Background: an optimization exercise with open tools, aiming at a short achievable clock period and few clock cycles. Do not read the settings as production practice.
Only simulation tests tie the RTL to the original design; equivalence was not proved.
Power figures rest on the tool's default switching activity, not on a simulated workload.

### flow/design.v
module fetchStage (
	input logic clk,
	input logic rstN,
	input logic imemWrite,
	input logic [31:0] imemData,
	input logic adv1,  
	input logic adv2,  
	output logic [36:0] head0,
	output logic [36:0] head1,
	output logic head0Valid,
	output logic head1Valid
);
	localparam int pdW = 37;
	logic [36:0] inPd;
	logic inWr;  
	logic [6:0] loadCnt;
	logic [pdW-1:0] imem [64];
	logic [6:0] wptr;
	logic [63:0] wptrHot;
	logic [6:0] rptr;
	logic [63:0] rptrHot;
	logic [pdW-1:0] pd;
	logic eff;
	logic wr;
	logic [pdW-1:0] word [4];  
	logic [6:0] rp1, rp2, rp3;
	predecode dec (
		.word(imemData),
		.pd(pd),
		.eff(eff)
	);
	assign wr = inWr;
	assign rp1 = rptr + 7'd1;
	assign rp2 = rptr + 7'd2;
	assign rp3 = rptr + 7'd3;
	always_comb
	begin
		for (int k = 0; k < 4; k++)
		begin
			word[k] = '0;
			for (int i = 0; i < 64; i++)
				word[k] = word[k] | ({pdW{rptrHot[(i + 64 - k) % 64]}} & imem[i]);
		end
	end
	always_ff @(posedge clk)
	begin
		inPd <= pd;
		if (!rstN)
		begin
			inWr <= 1'b0;
			loadCnt <= '0;
			wptr <= '0;
			wptrHot <= 64'd1;
			rptr <= '0;
			rptrHot <= 64'd1;
			head0Valid <= 1'b0;
			head1Valid <= 1'b0;
		end
		else
		begin
			inWr <= imemWrite && !loadCnt[6] && eff;
			if (imemWrite && !loadCnt[6])
				loadCnt <= loadCnt + 1'b1;
			if (wr)
			begin
				wptr <= wptr + 1'b1;
				wptrHot <= {wptrHot[62:0], wptrHot[63]};
			end
			if (adv2)
			begin
				rptr <= rp2;
				rptrHot <= {rptrHot[61:0], rptrHot[63:62]};
				head0Valid <= rp2 < wptr;
				head1Valid <= rp3 < wptr;
			end
			else if (adv1)
			begin
				rptr <= rp1;
				rptrHot <= {rptrHot[62:0], rptrHot[63]};
				head0Valid <= rp1 < wptr;
				head1Valid <= rp2 < wptr;
			end
			else
			begin
				head0Valid <= rptr < wptr;
				head1Valid <= rp1 < wptr;
			end
		end
	end
	always_ff @(posedge clk)
	begin
		for (int i = 0; i < 64; i++)
			if (wr && wptrHot[i])
				imem[i] <= inPd;
	end
	always_ff @(posedge clk)
	begin
		head0 <= adv1 ? (adv2 ? word[2] : word[1]) : word[0];
		head1 <= adv1 ? (adv2 ? word[3] : word[2]) : word[1];
	end
endmodule
module predecode (
	input logic [31:0] word,
	output logic [36:0] pd,
	output logic eff
);
	logic [5:0] opc, fn;
	logic [4:0] rd, rt, dest;
	logic [2:0] op;
	logic useImm, isStore, writes, sext;
	assign opc = word[31:26];
	assign fn = word[5:0];
	assign rt = word[20:16];
	assign rd = word[15:11];
	always_comb
	begin
		op = 3'd0;
		useImm = 1'b1;
		isStore = 1'b0;
		writes = 1'b1;
		sext = 1'b0;
		dest = rt;
		case (opc)
			6'h00:
			begin
				dest = rd;
				useImm = 1'b0;
				case (fn)
					6'h20: op = 3'd0;
					6'h22: op = 3'd1;
					6'h24: op = 3'd2;
					6'h25: op = 3'd3;
					6'h26: op = 3'd4;
					6'h27: op = 3'd5;
					6'h2a: op = 3'd6;
					default: writes = 1'b0;
				endcase
			end
			6'h08: begin op = 3'd0; sext = 1'b1; end
			6'h0a: begin op = 3'd6; sext = 1'b1; end
			6'h0c: op = 3'd2;
			6'h0d: op = 3'd3;
			6'h0e: op = 3'd4;
			6'h23: begin op = 3'd7; sext = 1'b1; end
			6'h2b:
			begin
				useImm = 1'b0;
				isStore = 1'b1;
				writes = 1'b0;
				sext = 1'b1;
			end
			default: writes = 1'b0;
		endcase
		if (dest == '0)
			writes = 1'b0;
		eff = writes || isStore;
	end
	assign pd = {word[15:0], sext, op, useImm, isStore, dest, word[20:16], word[25:21]};
endmodule
module decodeStage (
	input logic clk,
	input logic rstN,
	input logic run,
	input logic [36:0] head0,
	input logic [36:0] head1,
	input logic head0Valid,
	input logic head1Valid,
	input logic [127:0] readData,
	input logic exWrites,  
	input logic exLate,  
	input logic [4:0] exDest,
	input logic [63:0] exNextAddr0,  
	input logic [63:0] exNextAddr1,  
	output logic [19:0] readIdx,
	output logic [5:0] headImm0,
	output logic [5:0] headImm1,
	output logic adv1,
	output logic adv2,
	output logic idExValid,
	output logic [7:0] idExSel,
	output logic idExWrites,
	output logic idExLate,
	output logic [4:0] idExDest,
	output logic idExFwdA,
	output logic idExFwdB,
	output logic [31:0] idExOpA,
	output logic [31:0] idExOpB,
	output logic [63:0] idExAddr,
	output logic idStValid,
	output logic idStFwd,
	output logic [31:0] idStData,
	output logic [63:0] idStAddr
);
	logic [4:0] rs [2], rt [2], dest [2];
	logic isStore [2], useImm [2], sext [2], isMem [2], fwdA [2], fwdB [2], late [2];
	logic [2:0] op [2];
	logic [15:0] imm [2];
	logic [31:0] valA [2], valB [2], opB [2];
	logic [63:0] addrHot [2], addr [2];
	logic stall0, ok1, pair, m;
	assign {imm[0], sext[0], op[0], useImm[0], isStore[0], dest[0], rt[0], rs[0]} = head0;
	assign {imm[1], sext[1], op[1], useImm[1], isStore[1], dest[1], rt[1], rs[1]} = head1;
	assign readIdx = {rt[1], rs[1], rt[0], rs[0]};
	assign headImm0 = imm[0][5:0];
	assign headImm1 = imm[1][5:0];
	assign valA[0] = readData[31:0];
	assign valB[0] = readData[63:32];
	assign valA[1] = readData[95:64];
	assign valB[1] = readData[127:96];
	always_comb
	begin
		for (int k = 0; k < 2; k++)
		begin
			isMem[k] = isStore[k] || op[k] == 3'd7;
			fwdA[k] = exWrites && exDest == rs[k];
			fwdB[k] = exWrites && exDest == rt[k];
			late[k] = isMem[k] && fwdA[k] && exLate;
			opB[k] = useImm[k] ? {{16{sext[k] & imm[k][15]}}, imm[k]} : valB[k];
			for (int j = 0; j < 64; j++)
				addrHot[k][j] = valA[k][5:0] == 6'(6'(j) - imm[k][5:0]);
		end
	end
	assign addr[0] = fwdA[0] ? exNextAddr0 : addrHot[0];
	assign addr[1] = fwdA[1] ? exNextAddr1 : addrHot[1];
	assign stall0 = late[0];
	assign ok1 = head1Valid && !isStore[1] && !late[1];
	assign adv1 = run && head0Valid && !stall0;
	assign pair = isStore[0] && ok1;
	assign adv2 = adv1 && pair;
	assign m = pair;  
	always_ff @(posedge clk)
	begin
		if (!rstN)
		begin
			idExValid <= 1'b0;
			idStValid <= 1'b0;
		end
		else
		begin
			idExValid <= adv1 && (!isStore[0] || pair);
			idStValid <= adv1 && isStore[0];
		end
	end
	always_ff @(posedge clk)
	begin
		for (int i = 0; i < 8; i++)
			idExSel[i] <= m ? op[1] == 3'(i) : op[0] == 3'(i);
		idExWrites <= m ? 1'b1 : !isStore[0];
		idExLate <= m ? op[1][2] && op[1][1] : op[0][2] && op[0][1];
		idExDest <= m ? dest[1] : dest[0];
		idExFwdA <= m ? fwdA[1] : fwdA[0];
		idExFwdB <= m ? !useImm[1] && fwdB[1] : !useImm[0] && fwdB[0];
		idExOpA <= m ? valA[1] : valA[0];
		idExOpB <= m ? opB[1] : opB[0];
		idExAddr <= m ? addr[1] : addr[0];
		idStFwd <= fwdB[0];
		idStData <= valB[0];
		idStAddr <= addr[0];
	end
endmodule
module regFile (
	input logic clk,
	input logic clr,
	input logic [19:0] readIdx,  
	input logic wrEn,  
	input logic [4:0] wrIdx,
	input logic [31:0] wrData,
	output logic [127:0] readData  
);
	logic [31:0] regs [1:31];
	logic [31:0] view [32];
	always_ff @(posedge clk)
	begin
		for (int i = 1; i < 32; i++)
		begin
			if (clr)
				regs[i] <= '0;
			else if (wrEn && wrIdx == 5'(i))
				regs[i] <= wrData;
		end
	end
	always_comb
	begin
		view[0] = '0;
		for (int i = 1; i < 32; i++)
			view[i] = regs[i];
	end
	always_comb
	begin
		for (int p = 0; p < 4; p++)
			readData[32*p +: 32] = (wrEn && wrIdx == readIdx[5*p +: 5]) ? wrData : view[readIdx[5*p +: 5]];
	end
endmodule
module executeStage (
	input logic clk,
	input logic rstN,
	input logic clr,
	input logic idExValid,
	input logic [7:0] idExSel,
	input logic idExWrites,
	input logic [4:0] idExDest,
	input logic idExFwdA,
	input logic idExFwdB,
	input logic [31:0] idExOpA,
	input logic [31:0] idExOpB,
	input logic [63:0] idExAddr,
	input logic idStValid,
	input logic idStFwd,
	input logic [31:0] idStData,
	input logic [63:0] idStAddr,
	input logic [5:0] headImm0,
	input logic [5:0] headImm1,
	output logic exWrites,
	output logic [63:0] exNextAddr0,
	output logic [63:0] exNextAddr1,
	output logic wbValid,
	output logic [4:0] wbIdx,
	output logic [31:0] wbData
);
	logic [31:0] a, b, stData;
	logic [31:0] sum, diff, result, memWord, loadWord;
	logic [5:0] low;
	logic slt, hit;
	logic [31:0] fwdData;  
	assign exWrites = idExValid && idExWrites;
	assign a = idExFwdA ? fwdData : idExOpA;
	assign b = idExFwdB ? fwdData : idExOpB;
	assign stData = idStFwd ? fwdData : idStData;
	assign sum = a + b;
	assign diff = a - b;
	assign slt = (a[31] != b[31]) ? a[31] : diff[31];
	assign hit = idStValid && |(idStAddr & idExAddr);
	assign loadWord = hit ? stData : memWord;
	memoryStage dmem (
		.clk(clk),
		.clr(clr),
		.addr(idStAddr),
		.wrEn(idStValid),
		.wrData(stData),
		.rdAddr(idExAddr),
		.rdData(memWord)
	);
	always_comb
	begin
		result = ({32{idExSel[0]}} & sum)
			| ({32{idExSel[1]}} & diff)
			| ({32{idExSel[2]}} & (a & b))
			| ({32{idExSel[3]}} & (a | b))
			| ({32{idExSel[4]}} & (a ^ b))
			| ({32{idExSel[5]}} & ~(a | b))
			| ({32{idExSel[6]}} & {31'b0, slt})
			| ({32{idExSel[7]}} & loadWord);
	end
	always_comb
	begin
		low = ({6{idExSel[0]}} & (a[5:0] + b[5:0]))
			| ({6{idExSel[1]}} & (a[5:0] - b[5:0]))
			| ({6{idExSel[2]}} & (a[5:0] & b[5:0]))
			| ({6{idExSel[3]}} & (a[5:0] | b[5:0]))
			| ({6{idExSel[4]}} & (a[5:0] ^ b[5:0]))
			| ({6{idExSel[5]}} & ~(a[5:0] | b[5:0]));
		for (int j = 0; j < 64; j++)
		begin
			exNextAddr0[j] = low == 6'(6'(j) - headImm0);
			exNextAddr1[j] = low == 6'(6'(j) - headImm1);
		end
	end
	always_ff @(posedge clk)
	begin
		if (!rstN)
			wbValid <= 1'b0;
		else
			wbValid <= exWrites;
		fwdData <= result;
		if (exWrites)
		begin
			wbIdx <= idExDest;
			wbData <= result;
		end
	end
endmodule
module memoryStage (
	input logic clk,
	input logic clr,
	input logic [63:0] addr,
	input logic wrEn,
	input logic [31:0] wrData,
	input logic [63:0] rdAddr,
	output logic [31:0] rdData
);
	logic [31:0] dmem [64];
	always_ff @(posedge clk)
	begin
		for (int i = 0; i < 64; i++)
		begin
			if (clr)
				dmem[i] <= '0;
			else if (wrEn && addr[i])
				dmem[i] <= wrData;
		end
	end
	always_comb
	begin
		rdData = '0;
		for (int i = 0; i < 64; i++)
			rdData = rdData | ({32{rdAddr[i]}} & dmem[i]);
	end
endmodule
module pipeCpu (
	input logic clk,
	input logic rstN,
	input logic imemWrite,
	input logic [31:0] imemData,
	input logic run,
	output logic wbValid,
	output logic [4:0] wbIdx,
	output logic [31:0] wbData
);
	logic clr;  
	logic adv1, adv2;
	logic [36:0] head0, head1;
	logic head0Valid, head1Valid;
	logic [19:0] readIdx;
	logic [127:0] readData;
	logic [5:0] headImm0, headImm1;
	logic exWrites;
	logic [63:0] exNextAddr0, exNextAddr1;
	logic idExValid;
	logic [7:0] idExSel;
	logic idExWrites;
	logic idExLate;
	logic [4:0] idExDest;
	logic idExFwdA, idExFwdB;
	logic [31:0] idExOpA, idExOpB;
	logic [63:0] idExAddr;
	logic idStValid, idStFwd;
	logic [31:0] idStData;
	logic [63:0] idStAddr;
	always_ff @(posedge clk)
		clr <= !rstN;
	fetchStage fetch (
		.clk(clk),
		.rstN(rstN),
		.imemWrite(imemWrite),
		.imemData(imemData),
		.adv1(adv1),
		.adv2(adv2),
		.head0(head0),
		.head1(head1),
		.head0Valid(head0Valid),
		.head1Valid(head1Valid)
	);
	decodeStage decode (
		.clk(clk),
		.rstN(rstN),
		.run(run),
		.head0(head0),
		.head1(head1),
		.head0Valid(head0Valid),
		.head1Valid(head1Valid),
		.readData(readData),
		.exWrites(exWrites),
		.exLate(idExLate),
		.exDest(idExDest),
		.exNextAddr0(exNextAddr0),
		.exNextAddr1(exNextAddr1),
		.readIdx(readIdx),
		.headImm0(headImm0),
		.headImm1(headImm1),
		.adv1(adv1),
		.adv2(adv2),
		.idExValid(idExValid),
		.idExSel(idExSel),
		.idExWrites(idExWrites),
		.idExLate(idExLate),
		.idExDest(idExDest),
		.idExFwdA(idExFwdA),
		.idExFwdB(idExFwdB),
		.idExOpA(idExOpA),
		.idExOpB(idExOpB),
		.idExAddr(idExAddr),
		.idStValid(idStValid),
		.idStFwd(idStFwd),
		.idStData(idStData),
		.idStAddr(idStAddr)
	);
	regFile regFile0 (
		.clk(clk),
		.clr(clr),
		.readIdx(readIdx),
		.wrEn(wbValid),
		.wrIdx(wbIdx),
		.wrData(wbData),
		.readData(readData)
	);
	executeStage execute (
		.clk(clk),
		.rstN(rstN),
		.clr(clr),
		.idExValid(idExValid),
		.idExSel(idExSel),
		.idExWrites(idExWrites),
		.idExDest(idExDest),
		.idExFwdA(idExFwdA),
		.idExFwdB(idExFwdB),
		.idExOpA(idExOpA),
		.idExOpB(idExOpB),
		.idExAddr(idExAddr),
		.idStValid(idStValid),
		.idStFwd(idStFwd),
		.idStData(idStData),
		.idStAddr(idStAddr),
		.headImm0(headImm0),
		.headImm1(headImm1),
		.exWrites(exWrites),
		.exNextAddr0(exNextAddr0),
		.exNextAddr1(exNextAddr1),
		.wbValid(wbValid),
		.wbIdx(wbIdx),
		.wbData(wbData)
	);
endmodule
### flow/run.sh
#!/bin/bash
# synth_recipe.tcl (not shown) runs the flow's synth.tcl, then flattens the netlist and writes it again
# the make line also repeats each setting of config.mk as NAME=value (left out here)
make -C /OpenROAD-flow-scripts/flow DESIGN_CONFIG=/design/flow/config.mk WORK_HOME=/design/flow/orfs CLKGATE_MAP_FILE= SYNTH_SCRIPT=/design/flow/synth_recipe.tcl finish
### flow/config.mk
export PLATFORM = sky130hd
export DESIGN_NAME = pipeCpu
export DESIGN_NICKNAME = pipeCpu
export VERILOG_FILES = /design/flow/design.v
export SDC_FILE = /design/flow/constraint.sdc
export NUM_CORES = 4
export LEC_CHECK = 0
export CAP_MARGIN = 20
export CORE_MARGIN = 2
export CORE_UTILIZATION = 55
export SETUP_SLACK_MARGIN = 4.0
export SLEW_MARGIN = 20
export TNS_END_PERCENT = 10
### flow/constraint.sdc
create_clock -name core_clock -period 7.0 [get_ports {clk}]
set_input_delay 1.4000 -clock core_clock [delete_from_list [all_inputs] [get_ports {clk}]]
set_output_delay 1.4000 -clock core_clock [all_outputs]
set_load 0.01 [all_outputs]
==> qor.csv <==
stage,metric,value,unit
floorplanning,# rows,266,
clock_network,Sink Count,5986,
outcome,Last stage,5_1_grt,
outcome,Err,"[ERROR GRT-0229] Vertical edge usage exceeds the maximum allowed. (56, 4) usage=65535 limit=2200",
placement,Placed Cells incl. Taps,34700,
synthesis,mux cell area share after synthesis,0.546,%
clock_network,Hold Buf Count CTS,0,
clock_network,CTS buffer count,619,
synthesis,Adder-Cell Fraction of Synth Area,0.699,%
floorplanning,initial core utilization,55.2,%
placement,gpl congestion,1.13,
synthesis,Async SR Flop Fraction,0,%
floorplanning,IO Pins,74,
synthesis,#FFs+latches synth,5986,
synthesis,number of synthesized flops with an enable pin,2405,
synthesis,combinational family with the most area after synthesis,compound AO/OA/AOI/OAI gates,
synthesis,Synth Area in XOR/XNOR,0.761,%
synthesis,Ys Warns,29,
floorplanning,Die Y,730,µm
floorplanning,Chip Width,730,µm
synthesis,post-synthesis cell count,29900,
clock_network,H-Tree Level Count,6,
synthesis,ys flop type,dfxtp_1,
synthesis,syn nets,30100,
synthesis,mean post-synth cell area,9.67,µm²
placement,port bufs,73,
synthesis,register area share after synthesis,49.7,%
synthesis,Post-Synth Simple-Gate Area,12.7,%
clock_network,clock root buffer,clkbuf_16,
grt,largest net degree at the start of global routing,260,
synthesis,synthesized area,290000,µm²
synthesis,synth unique cells,113,
placement,Final HPWL DP,1080,mm
synthesis,Synth Area in Compound Gates,31.0,%
clock_network,clock tree buffer depth,4,
outcome,status,aborted with a tool error,
-- through the flow --
step | utilization [%] | cell area [µm²] | setup slack, ps
floorplan | - | 290000 | 3000
CTS | 62.7 | 329000 | 2920
global placement | 56.8 | 298000 | 1040
detailed placement | 56.9 | 298000 | 1020
-- kinds of logic after synthesis --
group           Yosys count
compound gates        11700
simple gates           8200
flops                  5986
buf+inv                3464
xor+xnor                243
fa+ha+maj               160
mux                     153
-- power groups by stage --
stage,Combinational [µW],Sequential [µW],Clock [µW]
CTS,6950,37500,35100
detailed placement,5950,38200,0
global placement,5970,38200,0
floorplan,3340,37500,0
-- how the worst min path moves through the flow --
stage | slack (ps) | from | end
after CTS | 440 | fetch.head0[13] | decode.idExDest[3]
after detailed placement | 430 | fetch.head0[13] | decode.idExDest[3]
after global placement | 420 | fetch.head0[10] | decode.idExDest[0]
after floorplan | 380 | fetch.head0[15] | decode.idExWrites
-- synthesized netlist by cell type, types with 22 or more instances --
cell type,n,area (µm²)
a22o_1,1917,16800
ha_1,157,1960
nand4_1,934,5840
nand2_1,2837,10600
buf_1,863,3240
o311ai_0,22,193
a221oi_1,1935,16900
a22oi_1,3713,27900
nor3_1,272,1360
nand3_1,662,3310
xnor2_1,165,1450
a211oi_1,2083,15600
or3_1,26,163
a31oi_1,114,713
a222oi_1,103,1030
o21ai_0,169,846
nand3b_1,24,180
a21oi_1,1283,6420
and3_1,128,801
inv_1,162,608
a311oi_1,67,587
o32ai_1,29,254
nor2_1,2666,10000
or4_1,79,593
a2111oi_0,33,289
a21o_1,25,188
nor2b_1,38,238
and2_1,156,976
o211ai_1,35,263
clkbuf_1,2363,8870
and4_1,23,201
mux2i_1,131,1310
nor4_1,204,1280
dfxtp_1,3581,71700
o22ai_1,22,138
nand2b_1,33,206
buf_2,41,205
edfxtp_1,2405,72200
xor2_1,71,622
nor3b_1,24,180
-- repair_timing --
item | CTS
pin swaps | 208
setup buffers | 458
gates resized for setup | 902
setup endpoints to repair | 2084
cloned | 41
Testbench counts, summed over its fixed seeds: cycles 3,745.
